Background: an optimization exercise with open tools, aiming at small area. Do not read the settings as production practice. Only simulation tests tie the RTL to the original design; equivalence was not proved.

==> flow/design.v, too long to show whole: its modules and the start of the top module <==
// module liv_fa: 10 lines
// module liv_ha: 9 lines
// module liv_xor: 7 lines
// module liv_xnor: 7 lines
// module luma_invert_via_yuv: 1478 lines
module luma_invert_via_yuv (
    input  wire logic       i_clk,
    input  wire logic       i_rst_n,
    input  wire logic       start,
    output logic            busy,
    input  wire logic [7:0] i_red_in,
    input  wire logic [7:0] i_green_in,
    input  wire logic [7:0] i_blue_in,
    input  wire logic [7:0] i_alpha_in,
    input  wire logic       i_last_in,
    output logic            o_valid,
    output logic [7:0]      o_red_out,
    output logic [7:0]      o_green_out,
    output logic [7:0]      o_blue_out,
    output logic [7:0]      o_alpha_out,
    output logic            o_last_out
);
  // ...
==> flow/flow/run.sh <==
#!/bin/bash
# Standard layout, with the smallest buffer cell for the port buffers and a
# clock tree of smaller buffers without dummy loads.
export BUFFER_PORTS_ARGS="-buffer_cell sky130_fd_sc_hd__buf_1"
export CTS_ARGS="-sink_clustering_enable -repair_clock_nets -dont_use_dummy_load -buf_list sky130_fd_sc_hd__clkbuf_8 -sink_clustering_size 12"
bash standard.sh > standard.log 2>&1
==> flow/standard.sh <==
#!/bin/bash
# synth_recipe.tcl (not shown) runs the flow's synth.tcl, then flattens the netlist and writes it again
# the make line also repeats each setting of config.mk as NAME=value (left out here)
make -C /OpenROAD-flow-scripts/flow DESIGN_CONFIG=/design/flow/config.mk WORK_HOME=/design/flow/orfs CLKGATE_MAP_FILE= SYNTH_SCRIPT=/design/flow/synth_recipe.tcl "${@:-finish}"
==> flow/config.mk <==
export PLATFORM = sky130hd
export DESIGN_NAME = luma_invert_via_yuv
export DESIGN_NICKNAME = luma_invert_via_yuv
export VERILOG_FILES = /design/flow/design.v
export SDC_FILE = /design/flow/constraint.sdc
export NUM_CORES = 4
export LEC_CHECK = 0
export ABC_AREA = 0
export CAP_MARGIN = 5
export CORE_MARGIN = 2
export CORE_UTILIZATION = 60
export SLEW_MARGIN = 5
export SYNTH_HIERARCHICAL = 1
export SYNTH_MINIMUM_KEEP_SIZE = 0
==> flow/constraint.sdc <==
create_clock -name core_clock -period 5.5 [get_ports {i_clk}]
set_input_delay 1.1000 -clock core_clock [delete_from_list [all_inputs] [get_ports {i_clk}]]
set_output_delay 1.1000 -clock core_clock [all_outputs]
set_load 0.01 [all_outputs]
==> implementation parameters, run 1 <==
Parameter                              Value

Status
  Outcome    finished clean

Cells and area
  Most frequent standard cell in the layout excluding fill and tap cells    sky130_fd_sc_hd__fa_1
  Cell class ranked first by area    multi-input gates
  FF+latch area    3188 µm²
  Non-Filler Cell Area, Final    approximately 14000 µm²
  Top library cells by usage in the layout, fill and taps aside    335 x sky130_fd_sc_hd__fa_1, 155 x sky130_fd_sc_hd__dfxtp_1, 106 x sky130_fd_sc_hd__inv_1
  CLK BUF    17
  Multi-input combinational cell count    693
  Antenna cell count    0

Clock tree
  Clock transition at path regs    0.10 ns
  Clock latency of the later-clocked register in the worst-skew pair    0.46 ns
  CTS tree    yes

Worst setup path
  Cell family contributing the most delay on the critical path    adder cells
  Worst setup path endpoint    o_red_out[6]
  Stages on the worst setup path    14
  CP required    4.40 ns
  Cell repeated most along the worst path    sky130_fd_sc_hd__a21o_1
  CP startpoint    f_yi_q4[0]
  Critical-path cell list    fa_2, fa_1, fa_1, ha_1, a21o_1, a21o_1, a21o_1, a21o_1, a21o_1, a21o_1, xor2_4, nor2_1, nor2_1, buf_1

Flow run
  Number of max-capacitance violations reported    0

Yosys
  Number of distinct library cells after synthesis    between 50 and 60
  Largest cells by area after synthesis    sky130_fd_sc_hd__fa_1 51%, sky130_fd_sc_hd__dfxtp_1 24%, sky130_fd_sc_hd__ha_1 5.7%
  Fraction of synthesized area in multiplexers    0
  Most frequent cell after synthesis    sky130_fd_sc_hd__fa_1
  Synth area leader    sky130_fd_sc_hd__fa_1
  Sequential cell area fraction in the yosys report    0.2436

Routing
  Remaining antenna violation count    0

Floorplanning
  Cell row count    53
  Count of boundary I/O pins    between 70 and 80
  Area of the core region    21220 µm²
  Die height    151.6 µm

GRT
  First-pass GRT wire length    about 44000 µm

STA
  Number of pins with negative max-slew slack in the final report    0
==> run 2: changes to the inputs <==
--- a/flow/config.mk
+++ b/flow/config.mk
@@ -6,9 +6,9 @@
 export NUM_CORES = 4
 export LEC_CHECK = 0
 export ABC_AREA = 0
-export CAP_MARGIN = 5
+export CAP_MARGIN = 20
 export CORE_MARGIN = 2
-export CORE_UTILIZATION = 60
-export SLEW_MARGIN = 5
+export CORE_UTILIZATION = 40
+export SLEW_MARGIN = 20
 export SYNTH_HIERARCHICAL = 1
 export SYNTH_MINIMUM_KEEP_SIZE = 0
==> run 2 against run 1 <==
Effect of this change: final cell count grew 12%; fmax down 0.98%; still clean; synthesized cell count did not move; global-route usage shrank 8.6 points; critical path depth unchanged; synthesized area unchanged; die area rose by 49%; cell area increased by 1.4%; worst hold slack worse by 0.0065 ns; critical endpoint is now o_blue_out[6].
==> implementation parameters, run 2 <==
Parameter                              Value

Status
  Outcome    finished clean (unchanged)

Flow run
  Number of max-capacitance violations reported    0 (unchanged)

Yosys
  Sequential cell area fraction in the yosys report    0.2436 (unchanged)
  Avg Synthesized Cell Area    13.54 µm² (unchanged)
  Number of distinct library cells after synthesis    51 (unchanged)
  Synthesized flop and latch total    159 (unchanged)
  Number of enable-type register cells in the synthesized netlist    0 (unchanged)
  Most frequent cell after synthesis    sky130_fd_sc_hd__fa_1 (unchanged)
  Most numerous cell types in the synthesized netlist    336 x sky130_fd_sc_hd__fa_1, 159 x sky130_fd_sc_hd__dfxtp_1, 106 x sky130_fd_sc_hd__inv_1 (unchanged)
  Synthesized netlist cell count    965 (unchanged)
  Synth area leader    sky130_fd_sc_hd__fa_1 (unchanged)
  Yosys Warn Count    9 (unchanged)
  Largest cells by area after synthesis    sky130_fd_sc_hd__fa_1 51%, sky130_fd_sc_hd__dfxtp_1 24%, sky130_fd_sc_hd__ha_1 5.7% (unchanged)
  Cell area after technology mapping    13070 µm² (unchanged)
  Primary flip-flop cell chosen by synthesis mapping    sky130_fd_sc_hd__dfxtp_1 (unchanged)
  Post-synth net total    1397 (unchanged)
  Area share of the largest cell type after synthesis    0.5147 (unchanged)
  Fraction of registers with async set or reset after synthesis    0 (unchanged)

Clock tree
  Cell at the root of the clock tree    sky130_fd_sc_hd__clkbuf_8 (unchanged)
  Count of clock tree sinks    159 (unchanged)
  Maximum buffer depth of the clock tree    2 (unchanged)
  Clock transition at path regs    0.10 ns (about the same)
  H-tree level count    4 (unchanged)
  Number of buffers created by CTS    17 (unchanged)
  Hold-fix buffers at CTS    0 (unchanged)
  Clock latency of the later-clocked register in the worst-skew pair    0.46 ns (about the same)
  CTS tree    yes (unchanged)

Floorplanning
  Die width    184.8 µm (was 151.6 µm)
  Area of the core region    32370 µm² (was 21220 µm²)
  Die height    184.8 µm (was 151.6 µm)
  Die area    34130 µm² (was 22980 µm²)
  Count of boundary I/O pins    71 (unchanged)
  Initial cell density of the core    0.4037 (was 0.6159)
  Cell row count    66 (was 53)

Worst setup path
  CP Data Arrival Time    4.24 ns (was 4.19 ns)
  Critical Path Start Type    register (unchanged)
  Register-to-Register Path Depth    12 (was 14)
  Startpoint-to-endpoint class of the critical path    register to output pin (unchanged)
  Worst reg2reg path endpoint    f_du_q3[7] (was V_x0_15_q2)
  Biggest fanout along the worst timing path    8 (unchanged)
  Worst reg-to-reg setup slack    0.41 ns (was 0.36 ns)
  CP required    4.40 ns (about the same)
  Critical path endpoint category    output pin (unchanged)
  Launch point of the worst reg-to-reg path    D1_q2[5] (was D1_q1[3])

STA
  Max Fclk    187.3 MHz (was 189.2 MHz)
  RSZ-0062 raised after global routing    yes (was no)
  Count of endpoints failing hold in the final timing report    0 (unchanged)
  Final clock period utilization by the worst path    0.9707 (was 0.9612)
  Final setup vio count    0 (unchanged)
  Worst rel slew slack    0.5343 (was 0.5112)
  Final worst hold slack    0.3023 ns (was 0.3088 ns)
  Setup clock skew after layout    0.03601 ns (was 0.04020 ns)
  Final critical path time including I/O delays and setup    5.339 ns (was 5.287 ns)
  Worst Max-Slew Pin Slew    0.6809 ns (was 0.7147 ns)
  Number of pins with negative max-slew slack in the final report    0 (unchanged)

GRT
  Most crowded layer after global routing    met2 (unchanged)
  Total global-route track usage    0.1796 (was 0.2661)
  Via count of the first global-routing pass    8324 (was 8586)
  Grt ovf    0 (unchanged)
  First-pass GRT wire length    45500 µm (was 44310 µm)
  Met1 Resource Use GR    0.2312 (was 0.3153)
  Pin count of the biggest net entering global routing    19 (unchanged)
  Met2 track demand over resource    0.3024 (was 0.4796)
  Met3 track utilization from global routing    0.04367 (was 0.04431)
  Antenna violations before repair    0 (unchanged)

Placed design
  Cell Count Post-Placement    1502 (was 1335)
  Weighted congestion at the end of routability-driven global placement    0.9304 (was 0.9189)
  Count of port buffers added during placement    69 (unchanged)
  Detail Placement HPWL    23670 µm (was 23050 µm)

Hold path
  Worst Hold End    r_alpha[3][2] (was r_alpha[1][0])
  Cell depth of the worst hold path    0 (unchanged)
  Hold wc startpoint    r_alpha[2][2] (was r_alpha[0][0])
  Worst min path class    register to register (unchanged)

Routing
  Remaining antenna violation count    0 (unchanged)
  Average routed wire per standard cell    18.41 µm (was 19.87 µm)
  Final wirelength    27970 µm (was 26860 µm)
  Post-detailed-route via-to-cell ratio    4.857 (was 5.530)
  Routed via count    7378 (was 7477)
  Number of iterations in the first detailed-routing pass    5 (unchanged)
  Initial drt markers    383 (was 386)
  Drt drc    0 (unchanged)

Cells and area
  Flip-flop count of the largest register after layout    32 (unchanged)
  Share of post-route cells with drive strength above 1    0.07985 (was 0.08171)
  Cell Count, Final, Fillers Out    1519 (was 1352)
  Top library cells by usage in the layout, fill and taps aside    336 x sky130_fd_sc_hd__fa_1, 155 x sky130_fd_sc_hd__dfxtp_1, 106 x sky130_fd_sc_hd__inv_1 (was 335 x sky130_fd_sc_hd__fa_1, 155 x sky130_fd_sc_hd__dfxtp_1, 106 x sky130_fd_sc_hd__inv_1)
  Most frequent standard cell in the layout excluding fill and tap cells    sky130_fd_sc_hd__fa_1 (unchanged)
  Synthesis-to-finish area growth    10.08% (was 8.559%)
  Antenna cell count    0 (unchanged)
  Register containing the most flip-flops in the final layout    r_alpha (unchanged)
  Layout fillers    2973 (was 1675)
  Net count reported at finish    1511 (unchanged)
## run 2: changes by cell type in the layout (fill, tap and decap cells not counted)
cell                     previous run  this run
sky130_fd_sc_hd__xor2_2             1         0
sky130_fd_sc_hd__fa_1             335       336
sky130_fd_sc_hd__xor2_1            28        29
sky130_fd_sc_hd__fa_2               1         0
## run 2: kinds of logic after synthesis
group,after synthesis,synth area share
XOR/XNOR,50,0.03351
buffers and inverters,113,0.03274
adder cells (fa/ha/maj),410,0.5836
AO/OA/AOI/OAI,113,0.06501
other,1,0.0002869
flip-flops,159,0.2436
AND/OR/NAND/NOR,119,0.04126
## run 2: per-stage QoR
step | cell area, µm² | util | worst slack, ns | setup TNS, ns
after global placement | 14100 | 0.4355 | 0.4458 | 0
final | 14390 | 0.4444 | 0.1613 | 0
after detailed placement | 14100 | 0.4355 | 0.3992 | 0
after floorplan | 13070 | - | 0.6257 | 0
after CTS | 14350 | 0.4432 | 0.01457 | 0
after global routing | 14390 | 0.4444 | -0.03279 | -0.03279
## run 2: repair_timing
action / 4_1_cts / 5_1_grt
pin swaps: 0 / 4
buffers inserted: 0 / 0
setup endpoints to repair: 16 / 17
resized for setup: 2 / 14
## run 2: final cells by class
| class | count | area, µm² | share of cell area |
|---|---|---|---|
| flip-flops and latches | 159 | 3188 | 0.2216 |
| clock buffers | 17 | 234.0 | 0.01626 |
| inverters | 106 | 397.9 | 0.02766 |
| well taps | 442 | 553.0 | 0.03844 |
| repair buffers | 102 | 515.5 | 0.03583 |
| multi-input cells | 693 | 9498 | 0.6602 |
## run 2: modules after synthesis (local to each module, per instance)
module	area (µm²)	flip-flops and latches	cells inside
liv_xnor	8.758	0	1
liv_ha	12.51	0	1
luma_invert_via_yuv	5206	159	525
liv_xor	8.758	0	1
liv_fa	20.02	0	1
## run 2: worst max-delay path by stage
stage | from | endpoint | slack (ns) | depth (start not counted)
floorplan | D1_q2[7] | f_du_q3[7] | 0.63 | 12
global placement | f_dv_q4[6] | o_red_out[2] | 0.45 | 14
detailed placement | f_dv_q4[6] | o_red_out[6] | 0.40 | 14
CTS | f_dv_q4[6] | o_red_out[1] | 0.01 | 14
global route | f_yi_q4[0] | o_red_out[1] | -0.03 | 14
finish | f_yi_q4[2] | o_blue_out[6] | 0.16 | 14
## run 2: worst max-delay path, stage by stage, from the launching register on
cell                      delay (ns)
sky130_fd_sc_hd__dfxtp_1        0.38
sky130_fd_sc_hd__fa_1           0.58
sky130_fd_sc_hd__fa_1           0.45
sky130_fd_sc_hd__ha_1           0.32
sky130_fd_sc_hd__a21o_1         0.22
sky130_fd_sc_hd__a21o_1         0.21
sky130_fd_sc_hd__a21o_1         0.21
sky130_fd_sc_hd__a21o_1         0.20
sky130_fd_sc_hd__a21o_1         0.20
sky130_fd_sc_hd__a21o_1         0.20
sky130_fd_sc_hd__a21o_1         0.19
sky130_fd_sc_hd__xor2_1         0.17
sky130_fd_sc_hd__buf_4          0.17
sky130_fd_sc_hd__nor2_1         0.12
sky130_fd_sc_hd__buf_1          0.16
## run 2: per-layer routing
layer	wire (µm)	part of all wire
met3	1483	0.053
met5	0	0
met1	11750	0.42
met4	673	0.024
met2	14060	0.50

## static timing again, ports no longer ideal
The results above use ideal ports. As a check the final layouts listed here were re-extracted and re-timed, cells and wires unchanged. Step 1, drivers: a clkbuf_16 drives i_clk and a buf_2 each remaining input, both assumed. Step 2 times the ports against the registers' clock, not the clock port: input delays grow and output delays shrink by t, the midpoint of the rising clock arrivals with the driver on. a / b / c = ideal / step 1 / step 2; a / b = the first two.
run	t, ns	setup slack, ns	hold WS [ns]	clock arrival spread, ns	pins driven straight from the clock port
run 1	0.484	0.213 / 0.167 / 0.359	0.309 / 0.309 / 0.309	0.046 / 0.046	1
run 2	0.492	0.161 / 0.115 / 0.407	0.302 / 0.302 / 0.302	0.037 / 0.037	1
After both steps setup and hold are still met in every run listed.
